Source: an optimization exercise on an open RTL-to-GDS flow (aim: small area, a short achievable clock period and few clock cycles). Production flows keep margins and buffers that such runs may drop. Only simulation tests tie the RTL to the original design; equivalence was not proved. Power is estimated from default activity; no workload was simulated.

Design eth_txdma, start of the top module:
module eth_txdma #(
    parameter int DEPTH = 7                       
) (
    input  logic                  clk,
    input  logic                  reset,
    input  logic                  tx_en,
    input  txdma_pkg::bd_index_t  max_tx_bd,
    input  logic                  bd_wait,
    input  txdma_pkg::desc_t      bd_desc,
    input  txdma_pkg::addr_t      bd_ptr,
    input  txdma_pkg::tx_status_t tx_stat,
    input  logic                  tx_stat_valid,
    output logic                  bd_read,
    output logic                  bd_write,
    output txdma_pkg::bd_index_t  bd_index,
    output txdma_pkg::desc_t      bd_writedata,
    output logic                  tx_stat_ack,
    output logic                  per_packet_pad,
    output logic                  per_packet_crc,
    output logic                  txb_irq,
    output logic                  txe_irq,
    input  logic                  av_waitrequest,
    input  txdma_pkg::data_t      av_readdata,
    input  logic                  av_readdatavalid,
    output logic                  av_read,
    output txdma_pkg::addr_t      av_address,
    input  logic                  tx_ack,
    output txdma_pkg::byte_t      tx_data,
    output logic                  tx_dv,
    output logic                  tx_sop,
    output logic                  tx_eop
);
export LEC_CHECK = 0
export ABC_CLOCK_PERIOD_IN_PS = 2200
export CAP_MARGIN = 20
export CORE_MARGIN = 2
export CORE_UTILIZATION = 45
export CTS_BUF_LIST = sky130_fd_sc_hd__clkbuf_8
export SETUP_SLACK_MARGIN = 2.8
export SLEW_MARGIN = 20
create_clock -name core_clock -period 5.0 [get_ports {clk}]
standard.sh (not shown) runs the stock make flow with config.mk's settings and CLKGATE_MAP_FILE= SYNTH_SCRIPT=/design/flow/synth_recipe.tcl, a recipe that flattens the netlist after the stock synthesis.
==> flow/flow/run.sh <==
#!/bin/bash
# Standard layout, with plain buffers (not delay cells) on the ports.
set -euo pipefail
export BUFFER_PORTS_ARGS="-buffer_cell sky130_fd_sc_hd__buf_2"
bash standard.sh finish > standard.log 2>&1
Testbench counts at the start, summed over its fixed seeds: cycles 204,684.
Edit:
==> flow/flow/run.sh (replaced) <==
#!/bin/bash
# Standard layout, with plain buffers on the ports and custom clock tree options.
set -euo pipefail
export BUFFER_PORTS_ARGS="-buffer_cell sky130_fd_sc_hd__buf_2"
export CTS_ARGS="-sink_clustering_enable -repair_clock_nets -sink_clustering_size 30 -sink_clustering_max_diameter 100 -num_static_layers 1"
bash standard.sh finish > standard.log 2>&1
CTS_BUF_LIST = default   (was sky130_fd_sc_hd__clkbuf_8)
CTS_CLUSTER_DIAMETER = 100   (was default)
CTS_CLUSTER_SIZE = 30   (was default)
Non-clock buffer count fell by 34; setup slack improved by 86 ps; maximum frequency rose by 4.0%; hold slack improved by 8.7 ps; clock power fell by 36%; clock skew barely changes; final area fell by 5.0%; routed wire length fell by 4.0%; critical path depth stays the same; power fell by 10%; register-to-register slack improved by 80 ps.
Edit:
==> flow/flow/run.sh (replaced) <==
#!/bin/bash
# Standard layout, with plain buffers (not delay cells) on the ports.
set -euo pipefail
export BUFFER_PORTS_ARGS="-buffer_cell sky130_fd_sc_hd__buf_2"
bash standard.sh finish > standard.log 2>&1
CTS_CLUSTER_DIAMETER = default   (was 100)
CTS_CLUSTER_SIZE = default   (was 30)
Register-to-register slack loses 50 ps.
Cell count went up by a few percent.
Synthesized area does not change.
Combinational power hardly moves.
Worst setup slack degrades by 8.9 ps.
Sequential cell count is unchanged.
Die area does not change.
Global-route usage is higher by 0.59 points.
Total power increases by roughly a tenth.
Edit:
ABC_CLOCK_PERIOD_IN_PS = 1500   (was 2200)
SETUP_SLACK_MARGIN = 3.0   (was 2.8)
=> The new run passed the timing, design-rule and antenna checks; clock skew stays flat; cell area climbs by 3.4%; maximum frequency increases by 2.1%; final cell count goes up by 2.7%; die area is unchanged; via count is higher by 2.9%; power rises by 5.0%; register-to-register slack gets better by 150 ps.
Edit:
ABC_CLOCK_PERIOD_IN_PS = 2200   (was 1500)
CTS_CLUSTER_DIAMETER = 100   (was default)
CTS_CLUSTER_SIZE = 24   (was default)
SETUP_SLACK_MARGIN = 3.1   (was 3.0)
Sequential share of layout area went up by 1.1 points. Global-route usage goes down by 0.14 points. Count of clock-buffer cells in the layout drops by 20. Routed wire length is higher slightly. Maximum frequency came out lower by a few percent. Sequential cell count stays the same. Synthesized area stays the same. Die area stays the same.
Edit:
CORE_UTILIZATION = 65   (was 45)
CTS_CLUSTER_SIZE = 30   (was 24)
PLACE_DENSITY = 0.72   (was default)
SETUP_SLACK_MARGIN = 2.8   (was 3.1)
What happened:
- The changed run ran to the end with no violations
- power decreases by 8.3%
- synthesized cell count stays the same
- clock-buffer cell count fell by 11
- worst setup slack gets better by 38 ps
- wire length came out lower by 14%
- first-iteration DRC count rises by 13%
- area after synthesis stays the same
- non-clock buffer count went down by 60
- utilization rose by 19 points
- combinational power went down by 18%
- global-route usage climbs by 5.5 points


job 8991:
eth_txdma, a different RTL version from the one above (not shown whole).
Size in the first run: roughly 960 cells after synthesis, about 360 flip-flops, roughly 210 I/O pins, ~14000 µm² of cells after synthesis.
Design eth_txdma, start of the top module:
module eth_txdma (
    input  logic                  clk,
    input  logic                  reset,
    input  logic                  tx_en,
    input  txdma_pkg::bd_index_t  max_tx_bd,
    input  logic                  bd_wait,
    input  txdma_pkg::desc_t      bd_desc,
    input  txdma_pkg::addr_t      bd_ptr,
    input  txdma_pkg::tx_status_t tx_stat,
    input  logic                  tx_stat_valid,
    output logic                  bd_read,
    output logic                  bd_write,
    output txdma_pkg::bd_index_t  bd_index,
    output txdma_pkg::desc_t      bd_writedata,
    output logic                  tx_stat_ack,
    output logic                  per_packet_pad,
    output logic                  per_packet_crc,
    output logic                  txb_irq,
    output logic                  txe_irq,
    input  logic                  av_waitrequest,
    input  txdma_pkg::data_t      av_readdata,
    input  logic                  av_readdatavalid,
    output logic                  av_read,
    output txdma_pkg::addr_t      av_address,
    input  logic                  tx_ack,
    output txdma_pkg::byte_t      tx_data,
    output logic                  tx_dv,
    output logic                  tx_sop,
    output logic                  tx_eop
);
Settings: LEC_CHECK=0, ABC_CLOCK_PERIOD_IN_PS=2200, CAP_MARGIN=20, CORE_MARGIN=2, CORE_UTILIZATION=65, CTS_CLUSTER_DIAMETER=100, CTS_CLUSTER_SIZE=26, PLACE_DENSITY=0.72, SETUP_SLACK_MARGIN=2.8, SLEW_MARGIN=20; clock period 5.0 ns.
==> flow/flow/run.sh <==
#!/bin/bash
# Standard layout, with plain buffers (not delay cells) on the ports: a
# size-4 buffer on each output (the flow's own buffer_ports call) and a
# size-2 buffer on each input (added before placement repair).
set -euo pipefail
export BUFFER_PORTS_ARGS="-outputs -buffer_cell sky130_fd_sc_hd__buf_4"
export PRE_RESIZE_TCL="$PWD/flow/buffer_inputs.tcl"
bash standard.sh finish > standard.log 2>&1
==> flow/flow/buffer_inputs.tcl <==
# Buffer the input ports; the flow's own buffer_ports call buffered the outputs.
buffer_ports -inputs -buffer_cell sky130_fd_sc_hd__buf_2
Testbench counts of job 8991, summed over its fixed seeds: cycles 204,684.
#### Input delta (job 7016 over job 8991)
==> flow/flow/run.sh <==
#!/bin/bash
# Standard layout, with plain buffers (not delay cells) on the ports: a
# size-2 buffer on each input and a size-4 buffer on each output.
set -euo pipefail
export BUFFER_PORTS_ARGS="-inputs -buffer_cell sky130_fd_sc_hd__buf_2"
export PRE_GLOBAL_PLACE_TCL="$PWD/flow/buffer_outputs.tcl"
bash standard.sh finish > standard.log 2>&1
==> flow/flow/buffer_outputs.tcl (new file) <==
# Buffer the output ports; the flow's own buffer_ports call then buffers the inputs.
buffer_ports -outputs -buffer_cell sky130_fd_sc_hd__buf_4
removed: flow/flow/buffer_inputs.tcl
Results
- | area growth from synthesis to layout | job 7016 vs job 8991 | 6.3 points lower |
- Comparing job 7016 and job 8991, the lower cell count is on job 7016.
- Summary of the comparison: fraction of standard cell area that is sequential is higher in job 7016, relative to job 8991.
- Shortest clock period the worst path allows after layout, job 7016 and job 8991: smaller value in job 7016
- Taking job 8991 as the reference, in job 7016 post-CTS repair timing setup buffer count has decreased; combinational gate power has decreased; total power has decreased; number of clock-tree buffers in the layout has decreased.
The following lists how job 7084 was set up differently from job 7016:
==> flow/flow/run.sh <==
#!/bin/bash
# Standard layout, with plain buffers (not delay cells) on the ports: a
# size-2 buffer on each input and a size-6 buffer on each output.
set -euo pipefail
export BUFFER_PORTS_ARGS="-inputs -buffer_cell sky130_fd_sc_hd__buf_2"
export PRE_GLOBAL_PLACE_TCL="$PWD/flow/buffer_outputs.tcl"
bash standard.sh finish > standard.log 2>&1
==> flow/flow/buffer_outputs.tcl <==
# Buffer the output ports; the flow's own buffer_ports call then buffers the inputs.
buffer_ports -outputs -buffer_cell sky130_fd_sc_hd__buf_6
[summary]
Job 7084 -> job 7016: depth of the most critical reg-to-reg path delta 0, exact match
Design area: job 7084 vs job 7016 — no meaningful difference
Any difference in number of ports placed on the die boundary between job 7084 and job 7016 is small enough to ignore.
Delta (job 7084 minus job 7016): final setup violation count held steady; cell count held steady.
## Diff of input files: job 3570 against job 7084
==> flow/flow/run.sh <==
#!/bin/bash
# Standard layout, with plain buffers (not delay cells) on the ports: a
# size-2 buffer on each output (the flow's own buffer_ports call) and a
# size-2 buffer on each input (added before placement repair).
set -euo pipefail
export BUFFER_PORTS_ARGS="-outputs -buffer_cell sky130_fd_sc_hd__buf_2"
export PRE_RESIZE_TCL="$PWD/flow/buffer_inputs.tcl"
bash standard.sh finish > standard.log 2>&1
==> flow/flow/buffer_inputs.tcl (new file) <==
# Buffer the input ports; the flow's own buffer_ports call buffered the outputs.
buffer_ports -inputs -buffer_cell sky130_fd_sc_hd__buf_2
removed: flow/flow/buffer_outputs.tcl
### Flow results
- Core utilization: job 3570 higher than job 7084
- Between job 7084 and job 3570, the flow reports number of standard cells in the layout, taps in and fillers out increasing by a little under 10%.
- From job 7084 to job 3570 the numbers moved as follows: relative contribution of combinational cells to total power shows an increase of 6.2 points, setup fix buffers added after clock tree synthesis shows an increase of 11, final design instance area without fill now larger.


The RTL this note starts from:
==> flow/design.v <==
package txdma_pkg;
    typedef logic [31:0] desc_t;         
    typedef logic [31:0] addr_t;         
    typedef logic [31:0] data_t;         
    typedef logic [7:0]  byte_t;         
    typedef logic [6:0]  bd_index_t;     
    typedef logic [8:0]  tx_status_t;    
    localparam int BIT_READY  = 15;      
    localparam int BIT_IRQ    = 14;      
    localparam int BIT_WRAP   = 13;      
    localparam int BIT_PAD    = 12;
    localparam int BIT_CRC    = 11;
    localparam tx_status_t STAT_ERR_MASK = 9'h10F;
endpackage
module eth_txdma #(
    parameter int DEPTH = 7                       
) (
    input  logic                  clk,
    input  logic                  reset,
    input  logic                  tx_en,
    input  txdma_pkg::bd_index_t  max_tx_bd,
    input  logic                  bd_wait,
    input  txdma_pkg::desc_t      bd_desc,
    input  txdma_pkg::addr_t      bd_ptr,
    input  txdma_pkg::tx_status_t tx_stat,
    input  logic                  tx_stat_valid,
    output logic                  bd_read,
    output logic                  bd_write,
    output txdma_pkg::bd_index_t  bd_index,
    output txdma_pkg::desc_t      bd_writedata,
    output logic                  tx_stat_ack,
    output logic                  per_packet_pad,
    output logic                  per_packet_crc,
    output logic                  txb_irq,
    output logic                  txe_irq,
    input  logic                  av_waitrequest,
    input  txdma_pkg::data_t      av_readdata,
    input  logic                  av_readdatavalid,
    output logic                  av_read,
    output txdma_pkg::addr_t      av_address,
    input  logic                  tx_ack,
    output txdma_pkg::byte_t      tx_data,
    output logic                  tx_dv,
    output logic                  tx_sop,
    output logic                  tx_eop
);
    localparam int FIFO_AW = 3;                  
    logic        st_rd;                  
    logic        st_dma;                 
    logic        st_wr;                  
    logic [15:0] len;                    
    logic [5:0]  flags;                  
    txdma_pkg::tx_status_t stat;
    logic        take;
    logic        wr_ok;
    logic        stat_err;
    assign bd_read     = st_rd;
    assign bd_write    = st_wr;
    assign take        = st_rd & ~bd_wait & bd_desc[txdma_pkg::BIT_READY];
    assign wr_ok       = st_wr & ~bd_wait;
    assign stat_err    = |(stat & txdma_pkg::STAT_ERR_MASK);
    assign bd_writedata   = {len, 1'b0, flags, stat};
    assign per_packet_pad = flags[txdma_pkg::BIT_PAD - 9];
    assign per_packet_crc = flags[txdma_pkg::BIT_CRC - 9];
    always_ff @(posedge clk or posedge reset) begin
        if (reset) begin
            st_rd       <= 1'b0;
            st_dma      <= 1'b0;
            st_wr       <= 1'b0;
            tx_stat_ack <= 1'b0;
            txb_irq     <= 1'b0;
            txe_irq     <= 1'b0;
            bd_index    <= '0;
        end else begin
            tx_stat_ack <= st_dma & tx_stat_valid & ~tx_stat_ack;
            txb_irq     <= wr_ok & flags[txdma_pkg::BIT_IRQ - 9] & ~stat_err;
            txe_irq     <= wr_ok & flags[txdma_pkg::BIT_IRQ - 9] & stat_err;
            if (tx_en & ~st_rd & ~st_dma & ~st_wr) begin
                st_rd <= 1'b1;
            end
            if (take) begin
                st_rd  <= 1'b0;
                st_dma <= 1'b1;
            end
            if (tx_stat_ack) begin
                st_dma <= 1'b0;
                st_wr  <= 1'b1;
            end
            if (wr_ok) begin
                st_wr <= 1'b0;
                st_rd <= 1'b1;
                if (flags[txdma_pkg::BIT_WRAP - 9] || bd_index == max_tx_bd) begin
                    bd_index <= '0;
                end else begin
                    bd_index <= bd_index + 7'd1;
                end
            end
        end
    end
    always_ff @(posedge clk) begin
        if (take) begin
            len   <= bd_desc[31:16];
            flags <= bd_desc[14:9];
        end
        if (tx_stat_ack) begin
            stat <= tx_stat;
        end
    end
    logic [29:0]        addr;            
    logic [13:0]        wcnt;            
    logic               more;            
    logic               more_nx;         
    logic [DEPTH-1:0]   occ;             
    logic               full_nx;         
    logic               rd_ok;
    logic               pop;
    assign av_address = {addr, 2'b00};
    assign rd_ok      = av_read & ~av_waitrequest;
    assign more_nx    = more & ((|wcnt[13:1]) | (wcnt[0] & (|len[1:0])) | ~rd_ok);
    assign full_nx    = (occ[DEPTH-1] & ~(pop & ~rd_ok)) | (occ[DEPTH-2] & rd_ok & ~pop);
    always_ff @(posedge clk or posedge reset) begin
        if (reset) begin
            occ     <= '0;
            av_read <= 1'b0;
            more    <= 1'b0;
        end else begin
            av_read <= take | (st_dma & more_nx & ~full_nx);
            more    <= take | more_nx;
            if (rd_ok & ~pop) begin
                occ <= {occ[DEPTH-2:0], 1'b1};
            end else if (pop & ~rd_ok) begin
                occ <= {1'b0, occ[DEPTH-1:1]};
            end
        end
    end
    always_ff @(posedge clk) begin
        if (take) begin
            addr <= bd_ptr[31:2];
            wcnt <= bd_desc[31:18];
        end else if (rd_ok) begin
            addr <= addr + 30'd1;
            wcnt <= wcnt - 14'd1;
        end
    end
    txdma_pkg::data_t   mem [DEPTH];
    logic [FIFO_AW-1:0] wptr;
    logic [FIFO_AW-1:0] rptr;
    logic [DEPTH-1:0]   stored;          
    always_ff @(posedge clk or posedge reset) begin
        if (reset) begin
            wptr   <= '0;
            rptr   <= '0;
            stored <= '0;
        end else begin
            if (av_readdatavalid) begin
                wptr <= (wptr == FIFO_AW'(DEPTH - 1)) ? '0 : wptr + 1'b1;
            end
            if (pop) begin
                rptr <= (rptr == FIFO_AW'(DEPTH - 1)) ? '0 : rptr + 1'b1;
            end
            if (av_readdatavalid & ~pop) begin
                stored <= {stored[DEPTH-2:0], 1'b1};
            end else if (pop & ~av_readdatavalid) begin
                stored <= {1'b0, stored[DEPTH-1:1]};
            end
        end
    end
    always_ff @(posedge clk) begin
        if (av_readdatavalid) mem[wptr] <= av_readdata;
    end
    logic [31:0] cw;                     
    logic [1:0]  lane;                   
    logic        cw_final;               
    logic        first;                  
    logic        final_w;                
    logic        shift;
    assign tx_data = cw[7:0];
    assign final_w = ~more & occ[0] & ~occ[1];
    assign shift   = tx_dv & tx_ack & ~tx_eop & (lane != 2'd3);
    assign pop     = stored[0] & (~tx_dv | (tx_ack & (lane == 2'd3)));
    always_ff @(posedge clk or posedge reset) begin
        if (reset) begin
            tx_dv <= 1'b0;
        end else if (pop) begin
            tx_dv <= 1'b1;
        end else if (tx_ack & (tx_eop | (lane == 2'd3))) begin
            tx_dv <= 1'b0;
        end
    end
    always_ff @(posedge clk) begin
        if (take) begin
            first <= 1'b1;
        end else if (pop) begin
            first <= 1'b0;
        end
        if (pop) begin
            cw       <= mem[rptr];
            lane     <= 2'd0;
            cw_final <= final_w;
            tx_sop   <= first;
            tx_eop   <= final_w & (len[1:0] == 2'd1);
        end else if (shift) begin
            cw[23:0] <= cw[31:8];
            lane     <= lane + 2'd1;
            tx_sop   <= 1'b0;
            tx_eop   <= cw_final & (lane == len[1:0] - 2'd2);
        end
    end
endmodule
Settings: LEC_CHECK=0, ABC_CLOCK_PERIOD_IN_PS=2200, CAP_MARGIN=20, CORE_MARGIN=2, CORE_UTILIZATION=45, CTS_CLUSTER_DIAMETER=100, CTS_CLUSTER_SIZE=30, SETUP_SLACK_MARGIN=2.8, SLEW_MARGIN=20; clock period 5.0 ns.
==> flow/flow/run.sh <==
#!/bin/bash
# Standard layout, with plain buffers on the ports and custom clock tree options.
set -euo pipefail
export BUFFER_PORTS_ARGS="-buffer_cell sky130_fd_sc_hd__buf_2"
export CTS_ARGS="-sink_clustering_enable -repair_clock_nets -sink_clustering_size 30 -sink_clustering_max_diameter 100 -sink_clustering_levels 1"
bash standard.sh finish > standard.log 2>&1
The first run finished with timing, DRC and antenna clean.
Testbench counts at the start, summed over its fixed seeds: cycles 204,684.
Next try:
==> flow/flow/run.sh (replaced) <==
#!/bin/bash
# Standard layout, with plain buffers (not delay cells) on the ports.
set -euo pipefail
export BUFFER_PORTS_ARGS="-buffer_cell sky130_fd_sc_hd__buf_2"
bash standard.sh finish > standard.log 2>&1
--- a/flow/config.mk
+++ b/flow/config.mk
@@ -13 +13 @@
-export CTS_CLUSTER_SIZE = 30
+export CTS_CLUSTER_SIZE = 24
After rerunning: Final area goes up by 0.36%. Die area is unchanged. Synthesized cell count is unchanged. Count of clock-buffer cells in the layout increases by 12. Clock skew fell by 0.0055 ns.
Next try:
--- a/flow/config.mk
+++ b/flow/config.mk
@@ -13 +13 @@
-export CTS_CLUSTER_SIZE = 24
+export CTS_CLUSTER_SIZE = 30
What happened: First-iteration DRC count went down by 5.5%; worst setup slack loses 0.0034 ns; final area went down by 0.36%; flip-flop and latch count is unchanged; sequential share of layout area is higher by 0.22 points; synthesized cell count is unchanged; utilization shrinks by 0.19 points; synthesized area does not change; final cell count is lower by 0.48%; maximum frequency is about the same; via count is about the same.
Next try:
--- a/flow/config.mk
+++ b/flow/config.mk
@@ -14 +14 @@
-export SETUP_SLACK_MARGIN = 2.8
+export SETUP_SLACK_MARGIN = 2.95
Synthesized cell count is unchanged.
Final cell count came out higher by 2.6%.
Setup slack gets better by 0.044 ns.
Register-to-register slack improves by 0.17 ns.
Global-route usage increases by 0.16 points.
Total power increases by 4.2%.
Worst hold slack improves by 0.014 ns.
Sequential share of layout area fell by 2.0 points.
Final area goes up by 3.2%.

-- re-timing with driven ports --
How much do the figures lean on ideal ports? The routed layouts below were timed once more, with nothing changed but the port constraints. Step 1 assumes that a clkbuf_16 drives the clock port and a buf_2 every other input. Step 2 also shifts input and output timing later by t, the mid clock arrival at the registers, as if the neighbouring blocks saw the same clock. Slacks: no drivers / after step 1 / after step 2; pairs: no drivers / after step 1.
run	t (ns)	setup WS [ns]	hold WS [ns]
the first run of note 1	0.656	2.753 / 2.708 / 2.281	0.443 / 0.443 / 0.443
the second run of note 1	0.558	2.839 / 2.789 / 2.346	0.452 / 0.452 / 0.452
the third run of note 1	0.580	2.830 / 2.782 / 2.321	0.444 / 0.444 / 0.444
the fourth run of note 1	0.580	2.875 / 2.824 / 2.355	0.450 / 0.450 / 0.450
the fifth run of note 1	0.571	2.803 / 2.749 / 2.570	0.445 / 0.445 / 0.445
the sixth run of note 1	0.558	2.840 / 2.789 / 2.358	0.454 / 0.454 / 0.454
job 8991	0.558	2.818 / 2.771 / 2.410	0.477 / 0.477 / 0.477
job 7016	0.559	2.867 / 2.853 / 2.318	0.448 / 0.448 / 0.448
job 7084	0.559	2.867 / 2.853 / 2.318	0.448 / 0.448 / 0.448
job 3570	0.552	2.838 / 2.791 / 2.384	0.465 / 0.465 / 0.465
the first run of note 3	0.559	2.838 / 2.788 / 2.349	0.452 / 0.452 / 0.452
the second run of note 3	0.565	2.841 / 2.791 / 2.321	0.446 / 0.446 / 0.446
the third run of note 3	0.559	2.838 / 2.788 / 2.349	0.452 / 0.452 / 0.452
the fourth run of note 3	0.561	2.882 / 2.831 / 2.503	0.465 / 0.465 / 0.465
After both steps setup and hold are still met in every run listed.
